Background: an optimization exercise with open tools, aiming at small area, a short achievable clock period and few clock cycles per item. Do not read the settings as production practice. Only simulation tests tie the RTL to the original design; equivalence was not proved. No activity file was given, so power comes from the tool's default toggle rates.

### flow/design.v
module cpu16_mem_nand3 (
  input  logic [2:0] a,
  output logic       y
);
  assign y = ~&a;
endmodule
module cpu16_mem_nand4 (
  input  logic [3:0] a,
  output logic       y
);
  assign y = ~&a;
endmodule
module cpu16_mem_nor3 (
  input  logic [2:0] a,
  output logic       y
);
  assign y = ~|a;
endmodule
module cpu16_mem_nor4 (
  input  logic [3:0] a,
  output logic       y
);
  assign y = ~|a;
endmodule
module cpu16_mem_or2 (
  input  logic [1:0] a,
  output logic       y
);
  assign y = |a;
endmodule
module cpu16_mem_inv (
  input  logic a,
  output logic y
);
  assign y = ~a;
endmodule
module cpu16_mem_rd1 (
  input  logic [0:0] wl,
  input  logic [0:0] d,
  output logic       y_n
);
  assign y_n = ~|(wl & d);
endmodule
module cpu16_mem_rd3 (
  input  logic [2:0] wl,
  input  logic [2:0] d,
  output logic       y_n
);
  assign y_n = ~|(wl & d);
endmodule
module cpu16_mem_responder #(
  parameter int unsigned DEPTH       = 256,
  parameter int unsigned WAIT_STATES = 0
) (
  input  logic        clk,
  input  logic        reset_n,
  input  logic [15:0] ins_rd_addr,
  input  logic        ins_rd_req,
  output logic [15:0] ins_rd_data,
  output logic        ins_rd_rdy,
  input  logic [15:0] dat_rw_addr,
  input  logic [15:0] dat_wr_data,
  input  logic        dat_rd_req,
  input  logic        dat_wr_req,
  output logic [15:0] dat_rd_data,
  output logic        dat_rd_rdy,
  output logic        dat_wr_rdy
);
  localparam int unsigned AW = $clog2(DEPTH);
  logic [15:0]      mem [DEPTH];
  logic [DEPTH-1:0] iwl, dwl;        
  logic [15:0][6-1:0] ip_d, dp_d, ip_q, dp_q;
  logic [85:0]  ig_n [16];        
  logic [85:0]  dg_n [16];
  always_comb begin
    for (int w = 0; w < DEPTH; w++) begin
      iwl[w] = (ins_rd_addr[AW-1:0] == AW'(w));
      dwl[w] = (dat_rw_addr[AW-1:0] == AW'(w));
    end
  end
  for (genvar b = 0; b < 16; b++) begin : g_bit
    cpu16_mem_rd3 u_i0 (.wl(iwl[2:0]), .d({mem[2][b], mem[1][b], mem[0][b]}), .y_n(ig_n[b][0]));
    cpu16_mem_rd3 u_d0 (.wl(dwl[2:0]), .d({mem[2][b], mem[1][b], mem[0][b]}), .y_n(dg_n[b][0]));
    cpu16_mem_rd3 u_i1 (.wl(iwl[5:3]), .d({mem[5][b], mem[4][b], mem[3][b]}), .y_n(ig_n[b][1]));
    cpu16_mem_rd3 u_d1 (.wl(dwl[5:3]), .d({mem[5][b], mem[4][b], mem[3][b]}), .y_n(dg_n[b][1]));
    cpu16_mem_rd3 u_i2 (.wl(iwl[8:6]), .d({mem[8][b], mem[7][b], mem[6][b]}), .y_n(ig_n[b][2]));
    cpu16_mem_rd3 u_d2 (.wl(dwl[8:6]), .d({mem[8][b], mem[7][b], mem[6][b]}), .y_n(dg_n[b][2]));
    cpu16_mem_rd3 u_i3 (.wl(iwl[11:9]), .d({mem[11][b], mem[10][b], mem[9][b]}), .y_n(ig_n[b][3]));
    cpu16_mem_rd3 u_d3 (.wl(dwl[11:9]), .d({mem[11][b], mem[10][b], mem[9][b]}), .y_n(dg_n[b][3]));
    cpu16_mem_rd3 u_i4 (.wl(iwl[14:12]), .d({mem[14][b], mem[13][b], mem[12][b]}), .y_n(ig_n[b][4]));
    cpu16_mem_rd3 u_d4 (.wl(dwl[14:12]), .d({mem[14][b], mem[13][b], mem[12][b]}), .y_n(dg_n[b][4]));
    cpu16_mem_rd3 u_i5 (.wl(iwl[17:15]), .d({mem[17][b], mem[16][b], mem[15][b]}), .y_n(ig_n[b][5]));
    cpu16_mem_rd3 u_d5 (.wl(dwl[17:15]), .d({mem[17][b], mem[16][b], mem[15][b]}), .y_n(dg_n[b][5]));
    cpu16_mem_rd3 u_i6 (.wl(iwl[20:18]), .d({mem[20][b], mem[19][b], mem[18][b]}), .y_n(ig_n[b][6]));
    cpu16_mem_rd3 u_d6 (.wl(dwl[20:18]), .d({mem[20][b], mem[19][b], mem[18][b]}), .y_n(dg_n[b][6]));
    cpu16_mem_rd3 u_i7 (.wl(iwl[23:21]), .d({mem[23][b], mem[22][b], mem[21][b]}), .y_n(ig_n[b][7]));
    cpu16_mem_rd3 u_d7 (.wl(dwl[23:21]), .d({mem[23][b], mem[22][b], mem[21][b]}), .y_n(dg_n[b][7]));
    cpu16_mem_rd3 u_i8 (.wl(iwl[26:24]), .d({mem[26][b], mem[25][b], mem[24][b]}), .y_n(ig_n[b][8]));
    cpu16_mem_rd3 u_d8 (.wl(dwl[26:24]), .d({mem[26][b], mem[25][b], mem[24][b]}), .y_n(dg_n[b][8]));
    cpu16_mem_rd3 u_i9 (.wl(iwl[29:27]), .d({mem[29][b], mem[28][b], mem[27][b]}), .y_n(ig_n[b][9]));
    cpu16_mem_rd3 u_d9 (.wl(dwl[29:27]), .d({mem[29][b], mem[28][b], mem[27][b]}), .y_n(dg_n[b][9]));
    cpu16_mem_rd3 u_i10 (.wl(iwl[32:30]), .d({mem[32][b], mem[31][b], mem[30][b]}), .y_n(ig_n[b][10]));
    cpu16_mem_rd3 u_d10 (.wl(dwl[32:30]), .d({mem[32][b], mem[31][b], mem[30][b]}), .y_n(dg_n[b][10]));
    cpu16_mem_rd3 u_i11 (.wl(iwl[35:33]), .d({mem[35][b], mem[34][b], mem[33][b]}), .y_n(ig_n[b][11]));
    cpu16_mem_rd3 u_d11 (.wl(dwl[35:33]), .d({mem[35][b], mem[34][b], mem[33][b]}), .y_n(dg_n[b][11]));
    cpu16_mem_rd3 u_i12 (.wl(iwl[38:36]), .d({mem[38][b], mem[37][b], mem[36][b]}), .y_n(ig_n[b][12]));
    cpu16_mem_rd3 u_d12 (.wl(dwl[38:36]), .d({mem[38][b], mem[37][b], mem[36][b]}), .y_n(dg_n[b][12]));
    cpu16_mem_rd3 u_i13 (.wl(iwl[41:39]), .d({mem[41][b], mem[40][b], mem[39][b]}), .y_n(ig_n[b][13]));
    cpu16_mem_rd3 u_d13 (.wl(dwl[41:39]), .d({mem[41][b], mem[40][b], mem[39][b]}), .y_n(dg_n[b][13]));
    cpu16_mem_rd3 u_i14 (.wl(iwl[44:42]), .d({mem[44][b], mem[43][b], mem[42][b]}), .y_n(ig_n[b][14]));
    cpu16_mem_rd3 u_d14 (.wl(dwl[44:42]), .d({mem[44][b], mem[43][b], mem[42][b]}), .y_n(dg_n[b][14]));
    cpu16_mem_rd3 u_i15 (.wl(iwl[47:45]), .d({mem[47][b], mem[46][b], mem[45][b]}), .y_n(ig_n[b][15]));
    cpu16_mem_rd3 u_d15 (.wl(dwl[47:45]), .d({mem[47][b], mem[46][b], mem[45][b]}), .y_n(dg_n[b][15]));
    cpu16_mem_rd3 u_i16 (.wl(iwl[50:48]), .d({mem[50][b], mem[49][b], mem[48][b]}), .y_n(ig_n[b][16]));
    cpu16_mem_rd3 u_d16 (.wl(dwl[50:48]), .d({mem[50][b], mem[49][b], mem[48][b]}), .y_n(dg_n[b][16]));
    cpu16_mem_rd3 u_i17 (.wl(iwl[53:51]), .d({mem[53][b], mem[52][b], mem[51][b]}), .y_n(ig_n[b][17]));
    cpu16_mem_rd3 u_d17 (.wl(dwl[53:51]), .d({mem[53][b], mem[52][b], mem[51][b]}), .y_n(dg_n[b][17]));
    cpu16_mem_rd3 u_i18 (.wl(iwl[56:54]), .d({mem[56][b], mem[55][b], mem[54][b]}), .y_n(ig_n[b][18]));
    cpu16_mem_rd3 u_d18 (.wl(dwl[56:54]), .d({mem[56][b], mem[55][b], mem[54][b]}), .y_n(dg_n[b][18]));
    cpu16_mem_rd3 u_i19 (.wl(iwl[59:57]), .d({mem[59][b], mem[58][b], mem[57][b]}), .y_n(ig_n[b][19]));
    cpu16_mem_rd3 u_d19 (.wl(dwl[59:57]), .d({mem[59][b], mem[58][b], mem[57][b]}), .y_n(dg_n[b][19]));
    cpu16_mem_rd3 u_i20 (.wl(iwl[62:60]), .d({mem[62][b], mem[61][b], mem[60][b]}), .y_n(ig_n[b][20]));
    cpu16_mem_rd3 u_d20 (.wl(dwl[62:60]), .d({mem[62][b], mem[61][b], mem[60][b]}), .y_n(dg_n[b][20]));
    cpu16_mem_rd3 u_i21 (.wl(iwl[65:63]), .d({mem[65][b], mem[64][b], mem[63][b]}), .y_n(ig_n[b][21]));
    cpu16_mem_rd3 u_d21 (.wl(dwl[65:63]), .d({mem[65][b], mem[64][b], mem[63][b]}), .y_n(dg_n[b][21]));
    cpu16_mem_rd3 u_i22 (.wl(iwl[68:66]), .d({mem[68][b], mem[67][b], mem[66][b]}), .y_n(ig_n[b][22]));
    cpu16_mem_rd3 u_d22 (.wl(dwl[68:66]), .d({mem[68][b], mem[67][b], mem[66][b]}), .y_n(dg_n[b][22]));
    cpu16_mem_rd3 u_i23 (.wl(iwl[71:69]), .d({mem[71][b], mem[70][b], mem[69][b]}), .y_n(ig_n[b][23]));
    cpu16_mem_rd3 u_d23 (.wl(dwl[71:69]), .d({mem[71][b], mem[70][b], mem[69][b]}), .y_n(dg_n[b][23]));
    cpu16_mem_rd3 u_i24 (.wl(iwl[74:72]), .d({mem[74][b], mem[73][b], mem[72][b]}), .y_n(ig_n[b][24]));
    cpu16_mem_rd3 u_d24 (.wl(dwl[74:72]), .d({mem[74][b], mem[73][b], mem[72][b]}), .y_n(dg_n[b][24]));
    cpu16_mem_rd3 u_i25 (.wl(iwl[77:75]), .d({mem[77][b], mem[76][b], mem[75][b]}), .y_n(ig_n[b][25]));
    cpu16_mem_rd3 u_d25 (.wl(dwl[77:75]), .d({mem[77][b], mem[76][b], mem[75][b]}), .y_n(dg_n[b][25]));
    cpu16_mem_rd3 u_i26 (.wl(iwl[80:78]), .d({mem[80][b], mem[79][b], mem[78][b]}), .y_n(ig_n[b][26]));
    cpu16_mem_rd3 u_d26 (.wl(dwl[80:78]), .d({mem[80][b], mem[79][b], mem[78][b]}), .y_n(dg_n[b][26]));
    cpu16_mem_rd3 u_i27 (.wl(iwl[83:81]), .d({mem[83][b], mem[82][b], mem[81][b]}), .y_n(ig_n[b][27]));
    cpu16_mem_rd3 u_d27 (.wl(dwl[83:81]), .d({mem[83][b], mem[82][b], mem[81][b]}), .y_n(dg_n[b][27]));
    cpu16_mem_rd3 u_i28 (.wl(iwl[86:84]), .d({mem[86][b], mem[85][b], mem[84][b]}), .y_n(ig_n[b][28]));
    cpu16_mem_rd3 u_d28 (.wl(dwl[86:84]), .d({mem[86][b], mem[85][b], mem[84][b]}), .y_n(dg_n[b][28]));
    cpu16_mem_rd3 u_i29 (.wl(iwl[89:87]), .d({mem[89][b], mem[88][b], mem[87][b]}), .y_n(ig_n[b][29]));
    cpu16_mem_rd3 u_d29 (.wl(dwl[89:87]), .d({mem[89][b], mem[88][b], mem[87][b]}), .y_n(dg_n[b][29]));
    cpu16_mem_rd3 u_i30 (.wl(iwl[92:90]), .d({mem[92][b], mem[91][b], mem[90][b]}), .y_n(ig_n[b][30]));
    cpu16_mem_rd3 u_d30 (.wl(dwl[92:90]), .d({mem[92][b], mem[91][b], mem[90][b]}), .y_n(dg_n[b][30]));
    cpu16_mem_rd3 u_i31 (.wl(iwl[95:93]), .d({mem[95][b], mem[94][b], mem[93][b]}), .y_n(ig_n[b][31]));
    cpu16_mem_rd3 u_d31 (.wl(dwl[95:93]), .d({mem[95][b], mem[94][b], mem[93][b]}), .y_n(dg_n[b][31]));
    cpu16_mem_rd3 u_i32 (.wl(iwl[98:96]), .d({mem[98][b], mem[97][b], mem[96][b]}), .y_n(ig_n[b][32]));
    cpu16_mem_rd3 u_d32 (.wl(dwl[98:96]), .d({mem[98][b], mem[97][b], mem[96][b]}), .y_n(dg_n[b][32]));
    cpu16_mem_rd3 u_i33 (.wl(iwl[101:99]), .d({mem[101][b], mem[100][b], mem[99][b]}), .y_n(ig_n[b][33]));
    cpu16_mem_rd3 u_d33 (.wl(dwl[101:99]), .d({mem[101][b], mem[100][b], mem[99][b]}), .y_n(dg_n[b][33]));
    cpu16_mem_rd3 u_i34 (.wl(iwl[104:102]), .d({mem[104][b], mem[103][b], mem[102][b]}), .y_n(ig_n[b][34]));
    cpu16_mem_rd3 u_d34 (.wl(dwl[104:102]), .d({mem[104][b], mem[103][b], mem[102][b]}), .y_n(dg_n[b][34]));
    cpu16_mem_rd3 u_i35 (.wl(iwl[107:105]), .d({mem[107][b], mem[106][b], mem[105][b]}), .y_n(ig_n[b][35]));
    cpu16_mem_rd3 u_d35 (.wl(dwl[107:105]), .d({mem[107][b], mem[106][b], mem[105][b]}), .y_n(dg_n[b][35]));
    cpu16_mem_rd3 u_i36 (.wl(iwl[110:108]), .d({mem[110][b], mem[109][b], mem[108][b]}), .y_n(ig_n[b][36]));
    cpu16_mem_rd3 u_d36 (.wl(dwl[110:108]), .d({mem[110][b], mem[109][b], mem[108][b]}), .y_n(dg_n[b][36]));
    cpu16_mem_rd3 u_i37 (.wl(iwl[113:111]), .d({mem[113][b], mem[112][b], mem[111][b]}), .y_n(ig_n[b][37]));
    cpu16_mem_rd3 u_d37 (.wl(dwl[113:111]), .d({mem[113][b], mem[112][b], mem[111][b]}), .y_n(dg_n[b][37]));
    cpu16_mem_rd3 u_i38 (.wl(iwl[116:114]), .d({mem[116][b], mem[115][b], mem[114][b]}), .y_n(ig_n[b][38]));
    cpu16_mem_rd3 u_d38 (.wl(dwl[116:114]), .d({mem[116][b], mem[115][b], mem[114][b]}), .y_n(dg_n[b][38]));
    cpu16_mem_rd3 u_i39 (.wl(iwl[119:117]), .d({mem[119][b], mem[118][b], mem[117][b]}), .y_n(ig_n[b][39]));
    cpu16_mem_rd3 u_d39 (.wl(dwl[119:117]), .d({mem[119][b], mem[118][b], mem[117][b]}), .y_n(dg_n[b][39]));
    cpu16_mem_rd3 u_i40 (.wl(iwl[122:120]), .d({mem[122][b], mem[121][b], mem[120][b]}), .y_n(ig_n[b][40]));
    cpu16_mem_rd3 u_d40 (.wl(dwl[122:120]), .d({mem[122][b], mem[121][b], mem[120][b]}), .y_n(dg_n[b][40]));
    cpu16_mem_rd3 u_i41 (.wl(iwl[125:123]), .d({mem[125][b], mem[124][b], mem[123][b]}), .y_n(ig_n[b][41]));
    cpu16_mem_rd3 u_d41 (.wl(dwl[125:123]), .d({mem[125][b], mem[124][b], mem[123][b]}), .y_n(dg_n[b][41]));
    cpu16_mem_rd3 u_i42 (.wl(iwl[128:126]), .d({mem[128][b], mem[127][b], mem[126][b]}), .y_n(ig_n[b][42]));
    cpu16_mem_rd3 u_d42 (.wl(dwl[128:126]), .d({mem[128][b], mem[127][b], mem[126][b]}), .y_n(dg_n[b][42]));
    cpu16_mem_rd3 u_i43 (.wl(iwl[131:129]), .d({mem[131][b], mem[130][b], mem[129][b]}), .y_n(ig_n[b][43]));
    cpu16_mem_rd3 u_d43 (.wl(dwl[131:129]), .d({mem[131][b], mem[130][b], mem[129][b]}), .y_n(dg_n[b][43]));
    cpu16_mem_rd3 u_i44 (.wl(iwl[134:132]), .d({mem[134][b], mem[133][b], mem[132][b]}), .y_n(ig_n[b][44]));
    cpu16_mem_rd3 u_d44 (.wl(dwl[134:132]), .d({mem[134][b], mem[133][b], mem[132][b]}), .y_n(dg_n[b][44]));
    cpu16_mem_rd3 u_i45 (.wl(iwl[137:135]), .d({mem[137][b], mem[136][b], mem[135][b]}), .y_n(ig_n[b][45]));
    cpu16_mem_rd3 u_d45 (.wl(dwl[137:135]), .d({mem[137][b], mem[136][b], mem[135][b]}), .y_n(dg_n[b][45]));
    cpu16_mem_rd3 u_i46 (.wl(iwl[140:138]), .d({mem[140][b], mem[139][b], mem[138][b]}), .y_n(ig_n[b][46]));
    cpu16_mem_rd3 u_d46 (.wl(dwl[140:138]), .d({mem[140][b], mem[139][b], mem[138][b]}), .y_n(dg_n[b][46]));
    cpu16_mem_rd3 u_i47 (.wl(iwl[143:141]), .d({mem[143][b], mem[142][b], mem[141][b]}), .y_n(ig_n[b][47]));
    cpu16_mem_rd3 u_d47 (.wl(dwl[143:141]), .d({mem[143][b], mem[142][b], mem[141][b]}), .y_n(dg_n[b][47]));
    cpu16_mem_rd3 u_i48 (.wl(iwl[146:144]), .d({mem[146][b], mem[145][b], mem[144][b]}), .y_n(ig_n[b][48]));
    cpu16_mem_rd3 u_d48 (.wl(dwl[146:144]), .d({mem[146][b], mem[145][b], mem[144][b]}), .y_n(dg_n[b][48]));
    cpu16_mem_rd3 u_i49 (.wl(iwl[149:147]), .d({mem[149][b], mem[148][b], mem[147][b]}), .y_n(ig_n[b][49]));
    cpu16_mem_rd3 u_d49 (.wl(dwl[149:147]), .d({mem[149][b], mem[148][b], mem[147][b]}), .y_n(dg_n[b][49]));
    cpu16_mem_rd3 u_i50 (.wl(iwl[152:150]), .d({mem[152][b], mem[151][b], mem[150][b]}), .y_n(ig_n[b][50]));
    cpu16_mem_rd3 u_d50 (.wl(dwl[152:150]), .d({mem[152][b], mem[151][b], mem[150][b]}), .y_n(dg_n[b][50]));
    cpu16_mem_rd3 u_i51 (.wl(iwl[155:153]), .d({mem[155][b], mem[154][b], mem[153][b]}), .y_n(ig_n[b][51]));
    cpu16_mem_rd3 u_d51 (.wl(dwl[155:153]), .d({mem[155][b], mem[154][b], mem[153][b]}), .y_n(dg_n[b][51]));
    cpu16_mem_rd3 u_i52 (.wl(iwl[158:156]), .d({mem[158][b], mem[157][b], mem[156][b]}), .y_n(ig_n[b][52]));
    cpu16_mem_rd3 u_d52 (.wl(dwl[158:156]), .d({mem[158][b], mem[157][b], mem[156][b]}), .y_n(dg_n[b][52]));
    cpu16_mem_rd3 u_i53 (.wl(iwl[161:159]), .d({mem[161][b], mem[160][b], mem[159][b]}), .y_n(ig_n[b][53]));
    cpu16_mem_rd3 u_d53 (.wl(dwl[161:159]), .d({mem[161][b], mem[160][b], mem[159][b]}), .y_n(dg_n[b][53]));
    cpu16_mem_rd3 u_i54 (.wl(iwl[164:162]), .d({mem[164][b], mem[163][b], mem[162][b]}), .y_n(ig_n[b][54]));
    cpu16_mem_rd3 u_d54 (.wl(dwl[164:162]), .d({mem[164][b], mem[163][b], mem[162][b]}), .y_n(dg_n[b][54]));
    cpu16_mem_rd3 u_i55 (.wl(iwl[167:165]), .d({mem[167][b], mem[166][b], mem[165][b]}), .y_n(ig_n[b][55]));
    cpu16_mem_rd3 u_d55 (.wl(dwl[167:165]), .d({mem[167][b], mem[166][b], mem[165][b]}), .y_n(dg_n[b][55]));
    cpu16_mem_rd3 u_i56 (.wl(iwl[170:168]), .d({mem[170][b], mem[169][b], mem[168][b]}), .y_n(ig_n[b][56]));
    cpu16_mem_rd3 u_d56 (.wl(dwl[170:168]), .d({mem[170][b], mem[169][b], mem[168][b]}), .y_n(dg_n[b][56]));
    cpu16_mem_rd3 u_i57 (.wl(iwl[173:171]), .d({mem[173][b], mem[172][b], mem[171][b]}), .y_n(ig_n[b][57]));
    cpu16_mem_rd3 u_d57 (.wl(dwl[173:171]), .d({mem[173][b], mem[172][b], mem[171][b]}), .y_n(dg_n[b][57]));
    cpu16_mem_rd3 u_i58 (.wl(iwl[176:174]), .d({mem[176][b], mem[175][b], mem[174][b]}), .y_n(ig_n[b][58]));
    cpu16_mem_rd3 u_d58 (.wl(dwl[176:174]), .d({mem[176][b], mem[175][b], mem[174][b]}), .y_n(dg_n[b][58]));
    cpu16_mem_rd3 u_i59 (.wl(iwl[179:177]), .d({mem[179][b], mem[178][b], mem[177][b]}), .y_n(ig_n[b][59]));
    cpu16_mem_rd3 u_d59 (.wl(dwl[179:177]), .d({mem[179][b], mem[178][b], mem[177][b]}), .y_n(dg_n[b][59]));
    cpu16_mem_rd3 u_i60 (.wl(iwl[182:180]), .d({mem[182][b], mem[181][b], mem[180][b]}), .y_n(ig_n[b][60]));
    cpu16_mem_rd3 u_d60 (.wl(dwl[182:180]), .d({mem[182][b], mem[181][b], mem[180][b]}), .y_n(dg_n[b][60]));
    cpu16_mem_rd3 u_i61 (.wl(iwl[185:183]), .d({mem[185][b], mem[184][b], mem[183][b]}), .y_n(ig_n[b][61]));
    cpu16_mem_rd3 u_d61 (.wl(dwl[185:183]), .d({mem[185][b], mem[184][b], mem[183][b]}), .y_n(dg_n[b][61]));
    cpu16_mem_rd3 u_i62 (.wl(iwl[188:186]), .d({mem[188][b], mem[187][b], mem[186][b]}), .y_n(ig_n[b][62]));
    cpu16_mem_rd3 u_d62 (.wl(dwl[188:186]), .d({mem[188][b], mem[187][b], mem[186][b]}), .y_n(dg_n[b][62]));
    cpu16_mem_rd3 u_i63 (.wl(iwl[191:189]), .d({mem[191][b], mem[190][b], mem[189][b]}), .y_n(ig_n[b][63]));
    cpu16_mem_rd3 u_d63 (.wl(dwl[191:189]), .d({mem[191][b], mem[190][b], mem[189][b]}), .y_n(dg_n[b][63]));
    cpu16_mem_rd3 u_i64 (.wl(iwl[194:192]), .d({mem[194][b], mem[193][b], mem[192][b]}), .y_n(ig_n[b][64]));
    cpu16_mem_rd3 u_d64 (.wl(dwl[194:192]), .d({mem[194][b], mem[193][b], mem[192][b]}), .y_n(dg_n[b][64]));
    cpu16_mem_rd3 u_i65 (.wl(iwl[197:195]), .d({mem[197][b], mem[196][b], mem[195][b]}), .y_n(ig_n[b][65]));
    cpu16_mem_rd3 u_d65 (.wl(dwl[197:195]), .d({mem[197][b], mem[196][b], mem[195][b]}), .y_n(dg_n[b][65]));
    cpu16_mem_rd3 u_i66 (.wl(iwl[200:198]), .d({mem[200][b], mem[199][b], mem[198][b]}), .y_n(ig_n[b][66]));
    cpu16_mem_rd3 u_d66 (.wl(dwl[200:198]), .d({mem[200][b], mem[199][b], mem[198][b]}), .y_n(dg_n[b][66]));
    cpu16_mem_rd3 u_i67 (.wl(iwl[203:201]), .d({mem[203][b], mem[202][b], mem[201][b]}), .y_n(ig_n[b][67]));
    cpu16_mem_rd3 u_d67 (.wl(dwl[203:201]), .d({mem[203][b], mem[202][b], mem[201][b]}), .y_n(dg_n[b][67]));
    cpu16_mem_rd3 u_i68 (.wl(iwl[206:204]), .d({mem[206][b], mem[205][b], mem[204][b]}), .y_n(ig_n[b][68]));
    cpu16_mem_rd3 u_d68 (.wl(dwl[206:204]), .d({mem[206][b], mem[205][b], mem[204][b]}), .y_n(dg_n[b][68]));
    cpu16_mem_rd3 u_i69 (.wl(iwl[209:207]), .d({mem[209][b], mem[208][b], mem[207][b]}), .y_n(ig_n[b][69]));
    cpu16_mem_rd3 u_d69 (.wl(dwl[209:207]), .d({mem[209][b], mem[208][b], mem[207][b]}), .y_n(dg_n[b][69]));
    cpu16_mem_rd3 u_i70 (.wl(iwl[212:210]), .d({mem[212][b], mem[211][b], mem[210][b]}), .y_n(ig_n[b][70]));
    cpu16_mem_rd3 u_d70 (.wl(dwl[212:210]), .d({mem[212][b], mem[211][b], mem[210][b]}), .y_n(dg_n[b][70]));
    cpu16_mem_rd3 u_i71 (.wl(iwl[215:213]), .d({mem[215][b], mem[214][b], mem[213][b]}), .y_n(ig_n[b][71]));
    cpu16_mem_rd3 u_d71 (.wl(dwl[215:213]), .d({mem[215][b], mem[214][b], mem[213][b]}), .y_n(dg_n[b][71]));
    cpu16_mem_rd3 u_i72 (.wl(iwl[218:216]), .d({mem[218][b], mem[217][b], mem[216][b]}), .y_n(ig_n[b][72]));
    cpu16_mem_rd3 u_d72 (.wl(dwl[218:216]), .d({mem[218][b], mem[217][b], mem[216][b]}), .y_n(dg_n[b][72]));
    cpu16_mem_rd3 u_i73 (.wl(iwl[221:219]), .d({mem[221][b], mem[220][b], mem[219][b]}), .y_n(ig_n[b][73]));
    cpu16_mem_rd3 u_d73 (.wl(dwl[221:219]), .d({mem[221][b], mem[220][b], mem[219][b]}), .y_n(dg_n[b][73]));
    cpu16_mem_rd3 u_i74 (.wl(iwl[224:222]), .d({mem[224][b], mem[223][b], mem[222][b]}), .y_n(ig_n[b][74]));
    cpu16_mem_rd3 u_d74 (.wl(dwl[224:222]), .d({mem[224][b], mem[223][b], mem[222][b]}), .y_n(dg_n[b][74]));
    cpu16_mem_rd3 u_i75 (.wl(iwl[227:225]), .d({mem[227][b], mem[226][b], mem[225][b]}), .y_n(ig_n[b][75]));
    cpu16_mem_rd3 u_d75 (.wl(dwl[227:225]), .d({mem[227][b], mem[226][b], mem[225][b]}), .y_n(dg_n[b][75]));
    cpu16_mem_rd3 u_i76 (.wl(iwl[230:228]), .d({mem[230][b], mem[229][b], mem[228][b]}), .y_n(ig_n[b][76]));
    cpu16_mem_rd3 u_d76 (.wl(dwl[230:228]), .d({mem[230][b], mem[229][b], mem[228][b]}), .y_n(dg_n[b][76]));
    cpu16_mem_rd3 u_i77 (.wl(iwl[233:231]), .d({mem[233][b], mem[232][b], mem[231][b]}), .y_n(ig_n[b][77]));
    cpu16_mem_rd3 u_d77 (.wl(dwl[233:231]), .d({mem[233][b], mem[232][b], mem[231][b]}), .y_n(dg_n[b][77]));
    cpu16_mem_rd3 u_i78 (.wl(iwl[236:234]), .d({mem[236][b], mem[235][b], mem[234][b]}), .y_n(ig_n[b][78]));
    cpu16_mem_rd3 u_d78 (.wl(dwl[236:234]), .d({mem[236][b], mem[235][b], mem[234][b]}), .y_n(dg_n[b][78]));
    cpu16_mem_rd3 u_i79 (.wl(iwl[239:237]), .d({mem[239][b], mem[238][b], mem[237][b]}), .y_n(ig_n[b][79]));
    cpu16_mem_rd3 u_d79 (.wl(dwl[239:237]), .d({mem[239][b], mem[238][b], mem[237][b]}), .y_n(dg_n[b][79]));
    cpu16_mem_rd3 u_i80 (.wl(iwl[242:240]), .d({mem[242][b], mem[241][b], mem[240][b]}), .y_n(ig_n[b][80]));
    cpu16_mem_rd3 u_d80 (.wl(dwl[242:240]), .d({mem[242][b], mem[241][b], mem[240][b]}), .y_n(dg_n[b][80]));
    cpu16_mem_rd3 u_i81 (.wl(iwl[245:243]), .d({mem[245][b], mem[244][b], mem[243][b]}), .y_n(ig_n[b][81]));
    cpu16_mem_rd3 u_d81 (.wl(dwl[245:243]), .d({mem[245][b], mem[244][b], mem[243][b]}), .y_n(dg_n[b][81]));
    cpu16_mem_rd3 u_i82 (.wl(iwl[248:246]), .d({mem[248][b], mem[247][b], mem[246][b]}), .y_n(ig_n[b][82]));
    cpu16_mem_rd3 u_d82 (.wl(dwl[248:246]), .d({mem[248][b], mem[247][b], mem[246][b]}), .y_n(dg_n[b][82]));
    cpu16_mem_rd3 u_i83 (.wl(iwl[251:249]), .d({mem[251][b], mem[250][b], mem[249][b]}), .y_n(ig_n[b][83]));
    cpu16_mem_rd3 u_d83 (.wl(dwl[251:249]), .d({mem[251][b], mem[250][b], mem[249][b]}), .y_n(dg_n[b][83]));
    cpu16_mem_rd3 u_i84 (.wl(iwl[254:252]), .d({mem[254][b], mem[253][b], mem[252][b]}), .y_n(ig_n[b][84]));
    cpu16_mem_rd3 u_d84 (.wl(dwl[254:252]), .d({mem[254][b], mem[253][b], mem[252][b]}), .y_n(dg_n[b][84]));
    cpu16_mem_rd1 u_i85 (.wl(iwl[255:255]), .d({mem[255][b]}), .y_n(ig_n[b][85]));
    cpu16_mem_rd1 u_d85 (.wl(dwl[255:255]), .d({mem[255][b]}), .y_n(dg_n[b][85]));
    logic ti0_0_0;
    cpu16_mem_nand4 u_ti0_0_0 (.a({ig_n[b][0], ig_n[b][1], ig_n[b][2], ig_n[b][3]}), .y(ti0_0_0));
    logic ti0_0_1;
    cpu16_mem_nand4 u_ti0_0_1 (.a({ig_n[b][4], ig_n[b][5], ig_n[b][6], ig_n[b][7]}), .y(ti0_0_1));
    logic ti0_0_2;
    cpu16_mem_nand4 u_ti0_0_2 (.a({ig_n[b][8], ig_n[b][9], ig_n[b][10], ig_n[b][11]}), .y(ti0_0_2));
    logic ti0_0_3;
    cpu16_mem_nand4 u_ti0_0_3 (.a({ig_n[b][12], ig_n[b][13], ig_n[b][14], ig_n[b][15]}), .y(ti0_0_3));
    logic ti0_0_4;
    cpu16_mem_nand4 u_ti0_0_4 (.a({ig_n[b][16], ig_n[b][17], ig_n[b][18], ig_n[b][19]}), .y(ti0_0_4));
    logic ti0_0_5;
    cpu16_mem_nand4 u_ti0_0_5 (.a({ig_n[b][20], ig_n[b][21], ig_n[b][22], ig_n[b][23]}), .y(ti0_0_5));
    logic ti0_0_6;
    cpu16_mem_nand4 u_ti0_0_6 (.a({ig_n[b][24], ig_n[b][25], ig_n[b][26], ig_n[b][27]}), .y(ti0_0_6));
    logic ti0_0_7;
    cpu16_mem_nand4 u_ti0_0_7 (.a({ig_n[b][28], ig_n[b][29], ig_n[b][30], ig_n[b][31]}), .y(ti0_0_7));
    logic ti0_0_8;
    cpu16_mem_nand4 u_ti0_0_8 (.a({ig_n[b][32], ig_n[b][33], ig_n[b][34], ig_n[b][35]}), .y(ti0_0_8));
    logic ti0_0_9;
    cpu16_mem_nand4 u_ti0_0_9 (.a({ig_n[b][36], ig_n[b][37], ig_n[b][38], ig_n[b][39]}), .y(ti0_0_9));
    logic ti0_0_10;
    cpu16_mem_nand3 u_ti0_0_10 (.a({ig_n[b][40], ig_n[b][41], ig_n[b][42]}), .y(ti0_0_10));
    logic ti0_1_0;
    cpu16_mem_nor4 u_ti0_1_0 (.a({ti0_0_0, ti0_0_1, ti0_0_2, ti0_0_3}), .y(ti0_1_0));
    logic ti0_1_1;
    cpu16_mem_nor4 u_ti0_1_1 (.a({ti0_0_4, ti0_0_5, ti0_0_6, ti0_0_7}), .y(ti0_1_1));
    logic ti0_1_2;
    cpu16_mem_nor3 u_ti0_1_2 (.a({ti0_0_8, ti0_0_9, ti0_0_10}), .y(ti0_1_2));
    logic ti1_0_0;
    cpu16_mem_nand4 u_ti1_0_0 (.a({ig_n[b][43], ig_n[b][44], ig_n[b][45], ig_n[b][46]}), .y(ti1_0_0));
    logic ti1_0_1;
    cpu16_mem_nand4 u_ti1_0_1 (.a({ig_n[b][47], ig_n[b][48], ig_n[b][49], ig_n[b][50]}), .y(ti1_0_1));
    logic ti1_0_2;
    cpu16_mem_nand4 u_ti1_0_2 (.a({ig_n[b][51], ig_n[b][52], ig_n[b][53], ig_n[b][54]}), .y(ti1_0_2));
    logic ti1_0_3;
    cpu16_mem_nand4 u_ti1_0_3 (.a({ig_n[b][55], ig_n[b][56], ig_n[b][57], ig_n[b][58]}), .y(ti1_0_3));
    logic ti1_0_4;
    cpu16_mem_nand4 u_ti1_0_4 (.a({ig_n[b][59], ig_n[b][60], ig_n[b][61], ig_n[b][62]}), .y(ti1_0_4));
    logic ti1_0_5;
    cpu16_mem_nand4 u_ti1_0_5 (.a({ig_n[b][63], ig_n[b][64], ig_n[b][65], ig_n[b][66]}), .y(ti1_0_5));
    logic ti1_0_6;
    cpu16_mem_nand4 u_ti1_0_6 (.a({ig_n[b][67], ig_n[b][68], ig_n[b][69], ig_n[b][70]}), .y(ti1_0_6));
    logic ti1_0_7;
    cpu16_mem_nand4 u_ti1_0_7 (.a({ig_n[b][71], ig_n[b][72], ig_n[b][73], ig_n[b][74]}), .y(ti1_0_7));
    logic ti1_0_8;
    cpu16_mem_nand4 u_ti1_0_8 (.a({ig_n[b][75], ig_n[b][76], ig_n[b][77], ig_n[b][78]}), .y(ti1_0_8));
    logic ti1_0_9;
    cpu16_mem_nand4 u_ti1_0_9 (.a({ig_n[b][79], ig_n[b][80], ig_n[b][81], ig_n[b][82]}), .y(ti1_0_9));
    logic ti1_0_10;
    cpu16_mem_nand3 u_ti1_0_10 (.a({ig_n[b][83], ig_n[b][84], ig_n[b][85]}), .y(ti1_0_10));
    logic ti1_1_0;
    cpu16_mem_nor4 u_ti1_1_0 (.a({ti1_0_0, ti1_0_1, ti1_0_2, ti1_0_3}), .y(ti1_1_0));
    logic ti1_1_1;
    cpu16_mem_nor4 u_ti1_1_1 (.a({ti1_0_4, ti1_0_5, ti1_0_6, ti1_0_7}), .y(ti1_1_1));
    logic ti1_1_2;
    cpu16_mem_nor3 u_ti1_1_2 (.a({ti1_0_8, ti1_0_9, ti1_0_10}), .y(ti1_1_2));
    assign ip_d[b] = {ti1_1_2, ti1_1_1, ti1_1_0, ti0_1_2, ti0_1_1, ti0_1_0};
    logic td0_0_0;
    cpu16_mem_nand4 u_td0_0_0 (.a({dg_n[b][0], dg_n[b][1], dg_n[b][2], dg_n[b][3]}), .y(td0_0_0));
    logic td0_0_1;
    cpu16_mem_nand4 u_td0_0_1 (.a({dg_n[b][4], dg_n[b][5], dg_n[b][6], dg_n[b][7]}), .y(td0_0_1));
    logic td0_0_2;
    cpu16_mem_nand4 u_td0_0_2 (.a({dg_n[b][8], dg_n[b][9], dg_n[b][10], dg_n[b][11]}), .y(td0_0_2));
    logic td0_0_3;
    cpu16_mem_nand4 u_td0_0_3 (.a({dg_n[b][12], dg_n[b][13], dg_n[b][14], dg_n[b][15]}), .y(td0_0_3));
    logic td0_0_4;
    cpu16_mem_nand4 u_td0_0_4 (.a({dg_n[b][16], dg_n[b][17], dg_n[b][18], dg_n[b][19]}), .y(td0_0_4));
    logic td0_0_5;
    cpu16_mem_nand4 u_td0_0_5 (.a({dg_n[b][20], dg_n[b][21], dg_n[b][22], dg_n[b][23]}), .y(td0_0_5));
    logic td0_0_6;
    cpu16_mem_nand4 u_td0_0_6 (.a({dg_n[b][24], dg_n[b][25], dg_n[b][26], dg_n[b][27]}), .y(td0_0_6));
    logic td0_0_7;
    cpu16_mem_nand4 u_td0_0_7 (.a({dg_n[b][28], dg_n[b][29], dg_n[b][30], dg_n[b][31]}), .y(td0_0_7));
    logic td0_0_8;
    cpu16_mem_nand4 u_td0_0_8 (.a({dg_n[b][32], dg_n[b][33], dg_n[b][34], dg_n[b][35]}), .y(td0_0_8));
    logic td0_0_9;
    cpu16_mem_nand4 u_td0_0_9 (.a({dg_n[b][36], dg_n[b][37], dg_n[b][38], dg_n[b][39]}), .y(td0_0_9));
    logic td0_0_10;
    cpu16_mem_nand3 u_td0_0_10 (.a({dg_n[b][40], dg_n[b][41], dg_n[b][42]}), .y(td0_0_10));
    logic td0_1_0;
    cpu16_mem_nor4 u_td0_1_0 (.a({td0_0_0, td0_0_1, td0_0_2, td0_0_3}), .y(td0_1_0));
    logic td0_1_1;
    cpu16_mem_nor4 u_td0_1_1 (.a({td0_0_4, td0_0_5, td0_0_6, td0_0_7}), .y(td0_1_1));
    logic td0_1_2;
    cpu16_mem_nor3 u_td0_1_2 (.a({td0_0_8, td0_0_9, td0_0_10}), .y(td0_1_2));
    logic td1_0_0;
    cpu16_mem_nand4 u_td1_0_0 (.a({dg_n[b][43], dg_n[b][44], dg_n[b][45], dg_n[b][46]}), .y(td1_0_0));
    logic td1_0_1;
    cpu16_mem_nand4 u_td1_0_1 (.a({dg_n[b][47], dg_n[b][48], dg_n[b][49], dg_n[b][50]}), .y(td1_0_1));
    logic td1_0_2;
    cpu16_mem_nand4 u_td1_0_2 (.a({dg_n[b][51], dg_n[b][52], dg_n[b][53], dg_n[b][54]}), .y(td1_0_2));
    logic td1_0_3;
    cpu16_mem_nand4 u_td1_0_3 (.a({dg_n[b][55], dg_n[b][56], dg_n[b][57], dg_n[b][58]}), .y(td1_0_3));
    logic td1_0_4;
    cpu16_mem_nand4 u_td1_0_4 (.a({dg_n[b][59], dg_n[b][60], dg_n[b][61], dg_n[b][62]}), .y(td1_0_4));
    logic td1_0_5;
    cpu16_mem_nand4 u_td1_0_5 (.a({dg_n[b][63], dg_n[b][64], dg_n[b][65], dg_n[b][66]}), .y(td1_0_5));
    logic td1_0_6;
    cpu16_mem_nand4 u_td1_0_6 (.a({dg_n[b][67], dg_n[b][68], dg_n[b][69], dg_n[b][70]}), .y(td1_0_6));
    logic td1_0_7;
    cpu16_mem_nand4 u_td1_0_7 (.a({dg_n[b][71], dg_n[b][72], dg_n[b][73], dg_n[b][74]}), .y(td1_0_7));
    logic td1_0_8;
    cpu16_mem_nand4 u_td1_0_8 (.a({dg_n[b][75], dg_n[b][76], dg_n[b][77], dg_n[b][78]}), .y(td1_0_8));
    logic td1_0_9;
    cpu16_mem_nand4 u_td1_0_9 (.a({dg_n[b][79], dg_n[b][80], dg_n[b][81], dg_n[b][82]}), .y(td1_0_9));
    logic td1_0_10;
    cpu16_mem_nand3 u_td1_0_10 (.a({dg_n[b][83], dg_n[b][84], dg_n[b][85]}), .y(td1_0_10));
    logic td1_1_0;
    cpu16_mem_nor4 u_td1_1_0 (.a({td1_0_0, td1_0_1, td1_0_2, td1_0_3}), .y(td1_1_0));
    logic td1_1_1;
    cpu16_mem_nor4 u_td1_1_1 (.a({td1_0_4, td1_0_5, td1_0_6, td1_0_7}), .y(td1_1_1));
    logic td1_1_2;
    cpu16_mem_nor3 u_td1_1_2 (.a({td1_0_8, td1_0_9, td1_0_10}), .y(td1_1_2));
    assign dp_d[b] = {td1_1_2, td1_1_1, td1_1_0, td0_1_2, td0_1_1, td0_1_0};
  end
  always_ff @(posedge clk) begin
    if (!reset_n) begin
      ins_rd_rdy <= 1'b0;
      dat_rd_rdy <= 1'b0;
      dat_wr_rdy <= 1'b0;
    end else begin
      ins_rd_rdy <= ins_rd_req;
      dat_rd_rdy <= dat_rd_req & ~dat_wr_req;
      dat_wr_rdy <= dat_wr_req;
    end
  end
  always_ff @(posedge clk) begin
    ip_q <= ip_d;
    dp_q <= dp_d;
  end
  for (genvar b = 0; b < 16; b++) begin : g_out
    assign ins_rd_data[b] = ~&ip_q[b];
    assign dat_rd_data[b] = ~&dp_q[b];
  end
  always_ff @(posedge clk) begin
    for (int w = 0; w < DEPTH; w++)
      if (reset_n && dat_wr_req && dwl[w]) mem[w] <= dat_wr_data;
  end
endmodule
### flow/constraint.sdc
create_clock -name core_clock -period 6.0 [get_ports {clk}]
set_input_delay 1.2000 -clock core_clock [delete_from_list [all_inputs] [get_ports {clk}]]
set_output_delay 1.2000 -clock core_clock [all_outputs]
set_load 0.01 [all_outputs]
### flow/config.mk
export PLATFORM = sky130hd
export DESIGN_NAME = cpu16_mem_responder
export DESIGN_NICKNAME = cpu16_mem_responder
export VERILOG_FILES = /design/flow/design.v
export SDC_FILE = /design/flow/constraint.sdc
export NUM_CORES = 4
export LEC_CHECK = 0
export CAP_MARGIN = 20
export CORE_MARGIN = 2
export CORE_UTILIZATION = 60
export CTS_CLUSTER_DIAMETER = 100
export CTS_CLUSTER_SIZE = 30
export SETUP_SLACK_MARGIN = 3.2
export SLEW_MARGIN = 20
export SYNTH_HIERARCHICAL = 1
export SYNTH_MEMORY_MAX_BITS = 8192
### flow/run.sh
#!/bin/bash
# synth_recipe.tcl (not shown) runs the flow's synth.tcl, then flattens the netlist and writes it again
# the make line also repeats each setting of config.mk as NAME=value (left out here)
make -C /OpenROAD-flow-scripts/flow DESIGN_CONFIG=/design/flow/config.mk WORK_HOME=/design/flow/orfs CLKGATE_MAP_FILE= SYNTH_SCRIPT=/design/flow/synth_recipe.tcl finish
==> run notes, run 1 <==
Tcrit/Tclk final - 0.555
M3 GR Usage - 0.147
CTS tree - yes
Dpl hpwl - 410,000 um
Crit path largest cell delay - 0.51 ns
Layout area overhead - 18.5%
Global-route wire length before repair - 872,000 um
Final hold violations - 0
Seq. cell area - 127,000 um2
Cells after synthesis - 9,061
Final Max Tran Viols - 0
Seq/Total Area, Yosys - 0.763
Vias in the first global route - 111k
WL final - 660,000 um
Setup Skew - 0.0372 ns
RSZ-0062 raised after global routing - true
Worst slew margin - 0.0389
Syn Area/Cell - 18.3 um2
Row count - 193
Ys Warns - 11
Post-route setup slack - 2.67 ns
Worst EP required - 4.80 ns
CORE AREA - 276,000 um2
DR pass1 iterations - 17
I/O pins - 88
Count of cell types in the netlist - 23
Routed vias - 124k
Setup TNS - 0 ns
Tot GR Track Use - 0.446
Syn_nets - 9,114
Worst Tran Pin Value - 1.44 ns
Cts hold-fix bufs - 0
Register bit total from synthesis - 4,291
FILL cells - 17.1k
Buffers on Ports - 71
Initial DRC count - 38.0k
Clock latency (worst-skew pair) - 0.95 ns
Hold WC Path Type - flop to flop
TritonCTS buffer count - 165
Cell taking the most area after synthesis - edfxtp_1
GR Util met1 - 0.594
Worst Setup Start Kind - flop
DRC viols - 0
Status - finished clean
Yosys top cell area share - 0.740
Initial core utilization - 0.602
Period minus WS final - 3.33 ns
GR peak layer - met2
Multi-input logic area - 44,700 um2
Fmax - 301 MHz
Clock Sinks - 4,291
Met2 Use GR - 0.641
Worst-case vdd ir drop - 299 uV
P_leak - 0.0607 uW
Largest net degree at the start of global routing - 187
Critical path class - flop to primary output
Worst-path fanout max - 1
Setup WS pre-CTS - 0.565 ns
Die Wd - 530 um
Gpl congestion - 1.02
Commonest non-fill, non-tap cell in the layout - edfxtp_1
CP endpoint kind - primary output
Vert. Die Dim - 530 um
P per Cell Area - 253 nW/um2
Slowest CP cell - dfxtp_1
Reg clk slew, reported paths - 0.12 ns
Final ANT Viol Nets - 0
Die area - 281,000 um2
Setup violators final - 0
CTS root buffer - clkbuf_16
Share of layout cells above drive strength 1 - 0.252
Total grt overflow - 0
Initial antenna violation count - 24
CTS H-tree depth - 4
Via density - 8.72
Avg WL per Cell - 46.4 um
MaxCap Viol Count - 0
CP Cell Sequence - and4_4 > nand3_4 > buf_6
Critical Path AT - 2.13 ns
Final #Nets - 10.4k
Post-synthesis cell area - 166,000 um2
Max clock buf depth - 4
Largest cells by area after synthesis - edfxtp_1, a222oi_1, nand4_1
Commonest non-fill, non-tap cells in the layout - edfxtp_1, a222oi_1, buf_4
-- worst max-delay path: cells and delay by family (launching register included) --
kind,cells,cell delay [ns]
simple gates,2,0.51
flops,1,0.51
buf+inv,1,0.14
-- repair_timing --
| item | CTS | global route |
|---|---|---|
| setup buffers | 258 | 508 |
| gates resized for setup | 715 | 245 |
| gates cloned | 5 | 30 |
| pin swaps | 336 | 402 |
| endpoints found under the setup margin | 4323 | 817 |
-- per-module statistics from Yosys (local to each module, per instance) --
module / flops+latches / times used / cells
cpu16_mem_responder: 4291 / 1 / 5413
cpu16_mem_nor4: 0 / 128 / 1
cpu16_mem_nor3: 0 / 64 / 1
cpu16_mem_rd3: 0 / 2720 / 1
cpu16_mem_nand4: 0 / 640 / 1
cpu16_mem_nand3: 0 / 64 / 1
cpu16_mem_rd1: 0 / 32 / 1
-- sequential cells by signal, summed over array words and instances, names as in the netlist --
name,count
ins_rd_rdy,1
dat_wr_rdy,1
ip_q,96
mem,4096
dp_q,96
dat_rd_rdy,1
-- power by group --
group / internal, uW / switching (uW)
combinational: 734 / 1780
sequential: 32800 / 155
clock: 5430 / 8940
-- layer usage --
metal / up-vias / part of all wire
li1: 47200 / -
met1: 61900 / 0.32
met2: 12800 / 0.43
met3: 1932 / 0.18
met4: 26 / 0.076
met5: - / 0.00036
-- synth_stat cells (all sizes together) --
cell,number
nand2,34
nor2,513
a222oi,2720
or4,4
nor4,128
and4,32
dfxtp,195
nor3,320
nand2b,2
nand4b,18
or4b,16
nand3,96
clkbuf,126
edfxtp,4096
nand4bb,25
buf,88
nand4,645
or2,1
and2,2
-- metrics by stage --
stage                     utilization  total power [uW]  hold slack [ns]  cells  cell area [um2]
after floorplan                     -             34200            0.538   9061           171000
after global placement          0.651             35600            0.572  13100           180000
after detailed placement        0.651             35600            0.584  13100           180000
after CTS                       0.688             49400            0.602  13600           190000
after global routing            0.713             50700            0.637  14200           197000
final                           0.713             49900            0.603  14200           197000
-- cells by family after synthesis --
kind of cell	after synthesis	synth area share
flops	4291	0.763
compound gates	2720	0.164
simple gates	1836	0.0672
buf+inv	214	0.00558
-- final cells by class --
type,instances,area share
multi-input combinational,4569,0.227
clock inverter,10,0.000299
clock buffer,252,0.0235
tap,3705,0.0235
antenna,13,0.000165
timing repair buffer,1360,0.0804
sequential,4291,0.645
-- path summary, 6_finish.rpt --
check | slack, ns | depth (start not counted) | startpoint | end
setup reg to reg | 3.52 | 3 | mem[33][2]$_DFFE_PP_ | dp_q[12]$_DFF_P_
hold / removal | 0.60 | 3 | mem[124][7]$_DFFE_PP_ | ip_q[44]$_DFF_P_
hold reg to reg | 0.60 | 3 | mem[124][7]$_DFFE_PP_ | ip_q[44]$_DFF_P_
setup / recovery | 2.67 | 3 | dp_q[33]$_DFF_P_ | dat_rd_data[5]
Testbench counts, summed over its fixed seeds: cycles 3,200, items 6,400.
==> run 2, diff against run 1 <==
--- a/flow/config.mk
+++ b/flow/config.mk
@@ -7,3 +7,3 @@
 export LEC_CHECK = 0
-export CAP_MARGIN = 20
+export CAP_MARGIN = 15
 export CORE_MARGIN = 2
@@ -13,3 +13,3 @@
 export SETUP_SLACK_MARGIN = 3.2
-export SLEW_MARGIN = 20
+export SLEW_MARGIN = 15
 export SYNTH_HIERARCHICAL = 1
==> run notes, run 2 <==
Placed cell area - 180,000 um2 (about the same)
Seq/Total Area, Yosys - 0.763 (unchanged)
Largest net degree at the start of global routing - 187 (unchanged)
Vias in the first global route - 111k (-0.027%)
Register bit total from synthesis - 4,291 (unchanged)
Initial DRC count - 37.9k (-0.22%)
Max clock buf depth - 4 (unchanged)
Gpl congestion - 1.02 (unchanged)
Setup TNS - 0 ns (unchanged)
Cells on worst reg2reg path - 4 (+1)
Buffers on Ports - 71 (unchanged)
Setup WS pre-CTS - 0.452 ns (-0.113 ns)
Synth cell count leaders - edfxtp_1, a222oi_1, nand4_1
Max FFs per register - 4,096 (unchanged)
Most used flip-flop cell after synthesis - edfxtp_1
Fmax - 300 MHz (about the same)
Tot GR Track Use - 0.447 (+0.000580)
Final #Nets - 10.5k (+0.38%)
Dpl hpwl - 410,000 um (about the same)
Cells after synthesis - 9,061 (unchanged)
Setup slack, reg-to-reg - 3.63 ns (+0.11 ns)
Ys Warns - 11 (unchanged)
P per Cell Area - 253 nW/um2 (-0.28%)
CTS H-tree depth - 4 (unchanged)
CP Launch Point - ip_q[2]$_DFF_P_
Top reg by flops - mem
CP endpoint kind - primary output
FFs w/ async S/R, synth - 0 (unchanged)
Largest cells by area after synthesis - edfxtp_1, a222oi_1, nand4_1
Worst flop-to-flop path endpoint - ip_q[10]$_DFF_P_
Via density - 8.71 (-0.11%)
Clock Sinks - 4,291 (unchanged)
Worst EP required - 4.80 ns (about the same)
Final Max Tran Viols - 0 (unchanged)
Count of cell types in the netlist - 23 (unchanged)
Vert. Die Dim - 530 um (unchanged)
CTS tree - yes
Period minus WS final - 3.33 ns (+0.00123 ns)
Final instance area - 197,000 um2 (+0.14%)
Die area - 281,000 um2 (unchanged)
EDFF count, synth - 4,096 (unchanged)
Largest registers - mem x4096, dp_q x96, ip_q x96
Critical Path AT - 2.13 ns (about the same)
Commonest non-fill, non-tap cells in the layout - edfxtp_1, a222oi_1, buf_4
Die Wd - 530 um (unchanged)
Routed vias - 124k (+0.12%)
Setup Skew - 0.0390 ns (+0.00183 ns)
Status - finished clean
Initial antenna violation count - 14 (-42%)
Row count - 193 (unchanged)
WL final - 661,000 um (+0.20%)
Post-route setup slack - 2.67 ns (-0.00123 ns)
Count leader, synth - edfxtp_1
DRC viols - 0 (unchanged)
Worst-case vdd ir drop - 255 uV (-15%)
Post-synthesis cell area - 166,000 um2 (unchanged)
Share of layout cells above drive strength 1 - 0.254 (+0.00189)
Setup violators final - 0 (unchanged)
Avg WL per Cell - 46.4 um (about the same)
DR pass1 iterations - 14 (-3)
Commonest non-fill, non-tap cell in the layout - edfxtp_1
Clock latency (worst-skew pair) - 0.96 ns (about the same)
Tcrit/Tclk final - 0.555 (about the same)
I/O pins - 88 (unchanged)
Syn Area/Cell - 18.3 um2 (unchanged)
Worst Setup EP - ins_rd_data[0]
Global-route wire length before repair - 873,000 um (+0.13%)
Dpl cells - 13.1k (-0.015%)
MaxCap Viol Count - 0 (unchanged)
P_leak - 0.0608 uW (+0.27%)
Finished Layout Cells - 14.2k (+0.23%)
Worst Setup Start Kind - flop
RSZ-0062 raised after global routing - true
Final ANT Viol Nets - 0 (unchanged)
Yosys top cell area share - 0.740 (unchanged)
CORE AREA - 276,000 um2 (unchanged)
Worst Tran Pin Value - 1.23 ns (-0.214 ns)
Initial core utilization - 0.602 (unchanged)
Final hold violations - 0 (unchanged)
Reg clk slew, reported paths - 0.11 ns (about the same)
Hold WC Path Type - flop to flop
Launch point of the worst reg-to-reg path - mem[210][1]$_DFFE_PP_
Cts hold-fix bufs - 0 (unchanged)
Layout area overhead - 18.6%
Cell taking the most area after synthesis - edfxtp_1
TritonCTS buffer count - 165 (unchanged)
Worst-path fanout max - 1 (unchanged)
Syn_nets - 9,114 (unchanged)
Total grt overflow - 0 (unchanged)
Critical path class - flop to primary output
CTS root buffer - clkbuf_16
WHS - 0.599 ns (-0.00383 ns)
Worst slew margin - 0.182 (+0.143)
[run 2: cell type report]
class | instances | area [um2]
flip-flops and latches | 4291 | 127000
fillers | 17000 | 78800
multi-input cells | 4571 | 44800
repair buffers | 1398 | 16100
well taps | 3705 | 4640
clock buffers | 257 | 4560
clock inverters | 5 | 58.8
diodes | 6 | 15.0
[run 2: worst min-delay path by stage]
stage	from	end	slack [ns]	depth (start not counted)
2_1_floorplan	mem[255][1]$_DFFE_PP_	dp_q[11]$_DFF_P_	0.54	3
3_3_place_gp	mem[255][8]$_DFFE_PP_	ip_q[53]$_DFF_P_	0.57	3
3_5_place_dp	mem[255][14]$_DFFE_PP_	ip_q[89]$_DFF_P_	0.58	3
4_1_cts	mem[255][14]$_DFFE_PP_	ip_q[89]$_DFF_P_	0.60	3
5_1_grt	dat_wr_data[11]	mem[12][11]$_DFFE_PP_	0.63	1
6_report	mem[255][14]$_DFFE_PP_	ip_q[89]$_DFF_P_	0.60	3
[run 2: cells by family (layout without fill, tap and decap cells)]
kind of cell | Yosys count | count (layout) | share of synthesized area
AOI/OAI and AO/OA | 2720 | 2720 | 0.164
and+or+nand+nor | 1836 | 1851 | 0.0672
DFF | 4291 | 4291 | 0.763
other | 0 | 6 | 0
buffers and inverters | 214 | 1660 | 0.00558
[run 2: through the flow]
step           power [uW]   util
2_1_floorplan       34200      -
3_3_place_gp        35600  0.651
3_5_place_dp        35600  0.651
4_1_cts             49400  0.691
5_1_grt             50600  0.714
6_report            49800  0.715
[run 2: critical path: stages, from the launching register on]
cell and delay [ns]:
dfxtp_4 0.49, and4_4 0.39, nand3_4 0.14, buf_6 0.15
[run 2: modules after synthesis, one instance, submodules excluded]
module,cells,flip-flops and latches,cell area (um2)
cpu16_mem_nand3,1,0,5.00
cpu16_mem_nand4,1,0,6.26
cpu16_mem_nor3,1,0,10.0
cpu16_mem_nor4,1,0,12.5
cpu16_mem_rd1,1,0,3.75
cpu16_mem_rd3,1,0,10.0
cpu16_mem_responder,5413,4291,132000
[run 2: metal layers]
| layer | track usage | part of all wire | up-vias |
|---|---|---|---|
| met2 | 0.641 | 0.42 | 12800 |
| met3 | 0.144 | 0.18 | 2047 |
| met1 | 0.600 | 0.32 | 61900 |
| li1 | - | - | 47300 |
| met5 | 0 | 0.00032 | - |
| met4 | 0.267 | 0.081 | 18 |
[run 2: timing repair]
item	CTS	global route
pin swaps	354	399
endpoints found under the setup margin	4323	808
gates cloned	6	31
gates resized for setup	726	251
setup buffers	325	483
[run 2: report_power, final]
part           internal (uW)  switching (uW)
clock network           5380            8910
logic                    737            1790
registers              32800             155
total                  39000           10900
==> run 3, diff against run 2 <==
--- a/flow/config.mk
+++ b/flow/config.mk
@@ -7,9 +7,9 @@
 export LEC_CHECK = 0
-export CAP_MARGIN = 15
+export CAP_MARGIN = 10
 export CORE_MARGIN = 2
-export CORE_UTILIZATION = 60
-export CTS_CLUSTER_DIAMETER = 100
-export CTS_CLUSTER_SIZE = 30
-export SETUP_SLACK_MARGIN = 3.2
-export SLEW_MARGIN = 15
+export CORE_UTILIZATION = 65
+export CTS_CLUSTER_DIAMETER = 80
+export CTS_CLUSTER_SIZE = 25
+export SETUP_SLACK_MARGIN = 2.9
+export SLEW_MARGIN = 10
 export SYNTH_HIERARCHICAL = 1
==> run notes, run 3 <==
Status - finished clean
Register bit total from synthesis - 4,291 (unchanged)
Largest net degree at the start of global routing - 167 (-11%)
Initial DRC count - 39.4k (+3.9%)
Worst-case vdd ir drop - 351 uV (+38%)
Post-route setup slack - 2.66 ns (-0.0146 ns)
Largest registers - mem x4096, dp_q x96, ip_q x96
Fmax - 299 MHz (-0.44%)
Via density - 9.01 (+3.4%)
Final Max Tran Viols - 0 (unchanged)
Count of cell types in the netlist - 23 (unchanged)
TritonCTS buffer count - 193 (+17%)
Compound-cell area share of the yosys netlist - 0.164 (unchanged)
MaxCap Viol Count - 0 (unchanged)
Period minus WS final - 3.34 ns (+0.0146 ns)
Cell taking the most area after synthesis - edfxtp_1
Row count - 185 (-4.1%)
Cts hold-fix bufs - 0 (unchanged)
Post-synthesis mux area share - 0 (unchanged)
Setup Skew - 0.0421 ns (+0.00303 ns)
Final instance area - 190,000 um2 (-3.8%)
DR pass1 iterations - 14 (unchanged)
P_leak - 0.0576 uW (-5.2%)
Finished Layout Cells - 13.7k (-3.8%)
WL final - 640,000 um (-3.1%)
Placed cell area - 179,000 um2 (-0.29%)
Count leader, synth - edfxtp_1
FFs w/ async S/R, synth - 0 (unchanged)
Synth Area in Simple Gates - 0.0672 (unchanged)
Worst Setup Start Kind - flop
CP Cell Sequence - and4_4 > nand3_4 > buf_6
Yosys top cell area share - 0.740 (unchanged)
Power Total - 51,100 uW (+2.7%)
CORE AREA - 254,000 um2 (-7.9%)
Clock Sinks - 4,291 (unchanged)
Most used flip-flop cell after synthesis - edfxtp_1
Largest family of logic cells by synthesized area - compound AO/OA/AOI/OAI gates
Dpl cells - 13.1k (-0.16%)
Cells after synthesis - 9,061 (unchanged)
Max clock buf depth - 3 (-1)
CTS root buffer - clkbuf_16
Setup WS pre-CTS - 0.552 ns (+0.0992 ns)
Routed vias - 123k (-0.52%)
FILL cells - 14.9k (-12%)
Largest cells by area after synthesis - edfxtp_1, a222oi_1, nand4_1
Buffers on Ports - 71 (unchanged)
Post-synthesis cell area - 166,000 um2 (unchanged)
Final ANT Viol Nets - 0 (unchanged)
RSZ-0062 raised after global routing - true
Commonest non-fill, non-tap cell in the layout - edfxtp_1
Setup violators final - 0 (unchanged)
Syn_nets - 9,114 (unchanged)
Vert. Die Dim - 510 um (-3.9%)
CTS tree - yes
CTS H-tree depth - 4 (unchanged)
Tot GR Track Use - 0.480 (+0.0338)
CP endpoint kind - primary output
Crit path largest cell delay - 0.50 ns (about the same)
Max FFs per register - 4,096 (unchanged)
Top reg by flops - mem
Critical path class - flop to primary output
DRC viols - 0 (unchanged)
Cell family contributing the most delay on the critical path - simple AND/OR/NAND/NOR gates
Syn Area/Cell - 18.3 um2 (unchanged)
Initial core utilization - 0.654 (+0.0518)
Final #Nets - 10.2k (-2.5%)
Setup TNS - 0 ns (unchanged)
Worst-path fanout max - 1 (unchanged)
Slowest CP cell - dfxtp_4
Die area - 260,000 um2 (-7.6%)
Worst EP required - 4.80 ns (about the same)
I/O pins - 88 (unchanged)
XOR/XNOR Fraction of Synth Area - 0 (unchanged)
Layout area overhead - 14.1%
Seq/Total Area, Yosys - 0.763 (unchanged)
Global-route wire length before repair - 865,000 um (-0.87%)
Commonest non-fill, non-tap cells in the layout - edfxtp_1, a222oi_1, buf_4
EDFF count, synth - 4,096 (unchanged)
Total grt overflow - 0 (unchanged)
Tcrit/Tclk final - 0.557 (+0.00244)
Buf+Inv Stages, Crit Path - 1 (unchanged)
Dpl hpwl - 410,000 um (about the same)
Die Wd - 510 um (-3.9%)
Worst Tran Pin Value - 1.30 ns (+0.0719 ns)
Hold WC Path Type - flop to flop
Vias in the first global route - 113k (+1.4%)
Synth cell count leaders - edfxtp_1, a222oi_1, nand4_1
Clock latency (worst-skew pair) - 0.93 ns (-0.03 ns)
Share of layout cells above drive strength 1 - 0.214 (-0.0394)
Avg WL per Cell - 46.8 um (+0.68%)
Gpl congestion - 1.09 (+6.3%)
Initial antenna violation count - 30 (+16)
Worst slew margin - 0.134 (-0.0479)
P per Cell Area - 270 nW/um2 (+6.7%)
Ys Warns - 11 (unchanged)
Reg clk slew, reported paths - 0.10 ns (about the same)
Adder-Cell Fraction of Synth Area - 0 (unchanged)
Final hold violations - 0 (unchanged)
Critical Path AT - 2.14 ns (about the same)
## run 3: per-stage QoR
step,hold WS [ns],utilization
after floorplan,0.538,-
after global placement,0.555,0.705
after detailed placement,0.559,0.705
after CTS,0.571,0.740
after global routing,0.606,0.746
final,0.569,0.746
## run 3: metal layers
metal	wire length (um)	vias to the layer above	GRT usage
met1	192000	60700	0.613
li1	-	46700	-
met5	456	-	0.00365
met2	272000	13600	0.692
met4	58000	35	0.325
met3	117000	2374	0.176
## run 3: kinds of logic after synthesis
| group | count (synthesis) |
|---|---|
| DFF | 4291 |
| AOI/OAI and AO/OA | 2720 |
| and+or+nand+nor | 1836 |
| buffers and inverters | 214 |
## run 3: Yosys stat by module (local to each module, per instance)
module,copies in the design,flip-flops and latches
cpu16_mem_responder,1,4291
cpu16_mem_nor4,128,0
cpu16_mem_nor3,64,0
cpu16_mem_rd3,2720,0
cpu16_mem_nand4,640,0
cpu16_mem_nand3,64,0
cpu16_mem_rd1,32,0
## run 3: worst paths after layout
kind / start / end / slack [ns] / cells past startpoint
max: dp_q[64]$_DFF_P_ / dat_rd_data[10] / 2.66 / 3
min: mem[255][2]$_DFFE_PP_ / dp_q[17]$_DFF_P_ / 0.57 / 3
max reg2reg: mem[192][7]$_DFFE_PP_ / ip_q[46]$_DFF_P_ / 3.33 / 4
min reg2reg: mem[255][2]$_DFFE_PP_ / dp_q[17]$_DFF_P_ / 0.57 / 3
## run 3: worst reg2reg max path, cell delays in order, from the launching register on
cell and delay (ns):
edfxtp_1 0.43, a222oi_1 0.90, nand4_1 0.61, nor4_2 0.44
buf_4 0.21
## run 3: final cells by class
| cell class | count | area, um2 | area share |
|---|---|---|---|
| Clock buffer | 313 | 5450 | 0.0287 |
| Sequential cell | 4291 | 127000 | 0.670 |
| Timing Repair Buffer | 1125 | 10500 | 0.0551 |
| Tap cell | 3366 | 4210 | 0.0222 |
| Antenna cell | 18 | 45.0 | 0.000237 |
| Clock inverter | 25 | 379 | 0.00200 |
| Multi-Input combinational cell | 4557 | 42100 | 0.222 |
## run 3: repair_timing
action | 4_1_cts | 5_1_grt
setup buffers | 118 | 118
gates resized for setup | 730 | 164
setup endpoints to repair | 2784 | 262
pin swaps | 151 | 122
cloned | 3 | 2
## run 3: where the power goes
group          switching (uW)  internal, uW  leakage [uW]
sequential                199         32900        0.0384
combinational            1730           627        0.0165
clock                    9090          6650       0.00280

[port drivers added, routing unchanged]
No port has a modelled driver above. Below, the same layouts with a new extraction and two added sets of constraints. Step 1, drivers: a clkbuf_16 drives clk and a buf_2 each remaining input, both assumed. Step 2 moves the port delays by t, midway between the first and last clock arrival at a register: inputs arrive t later, outputs are due t later. That takes back most of the time a late clock gives input paths. Three values: no drivers, after step 1, after step 2; two values: the first two.
run | t (ns) | slack for setup (ns) | cell pins on the clock port's net
run 1 | 1.052 | 2.672 / 2.556 / 1.845 | 1
run 2 | 1.043 | 2.671 / 2.563 / 1.780 | 1
run 3 | 1.022 | 2.657 / 2.545 / 1.581 | 1
After both steps every run listed still meets setup and hold. For run 3, which loses most, drivers alone change the setup slack by -0.112 ns; drivers and shift together by -1.076 ns.
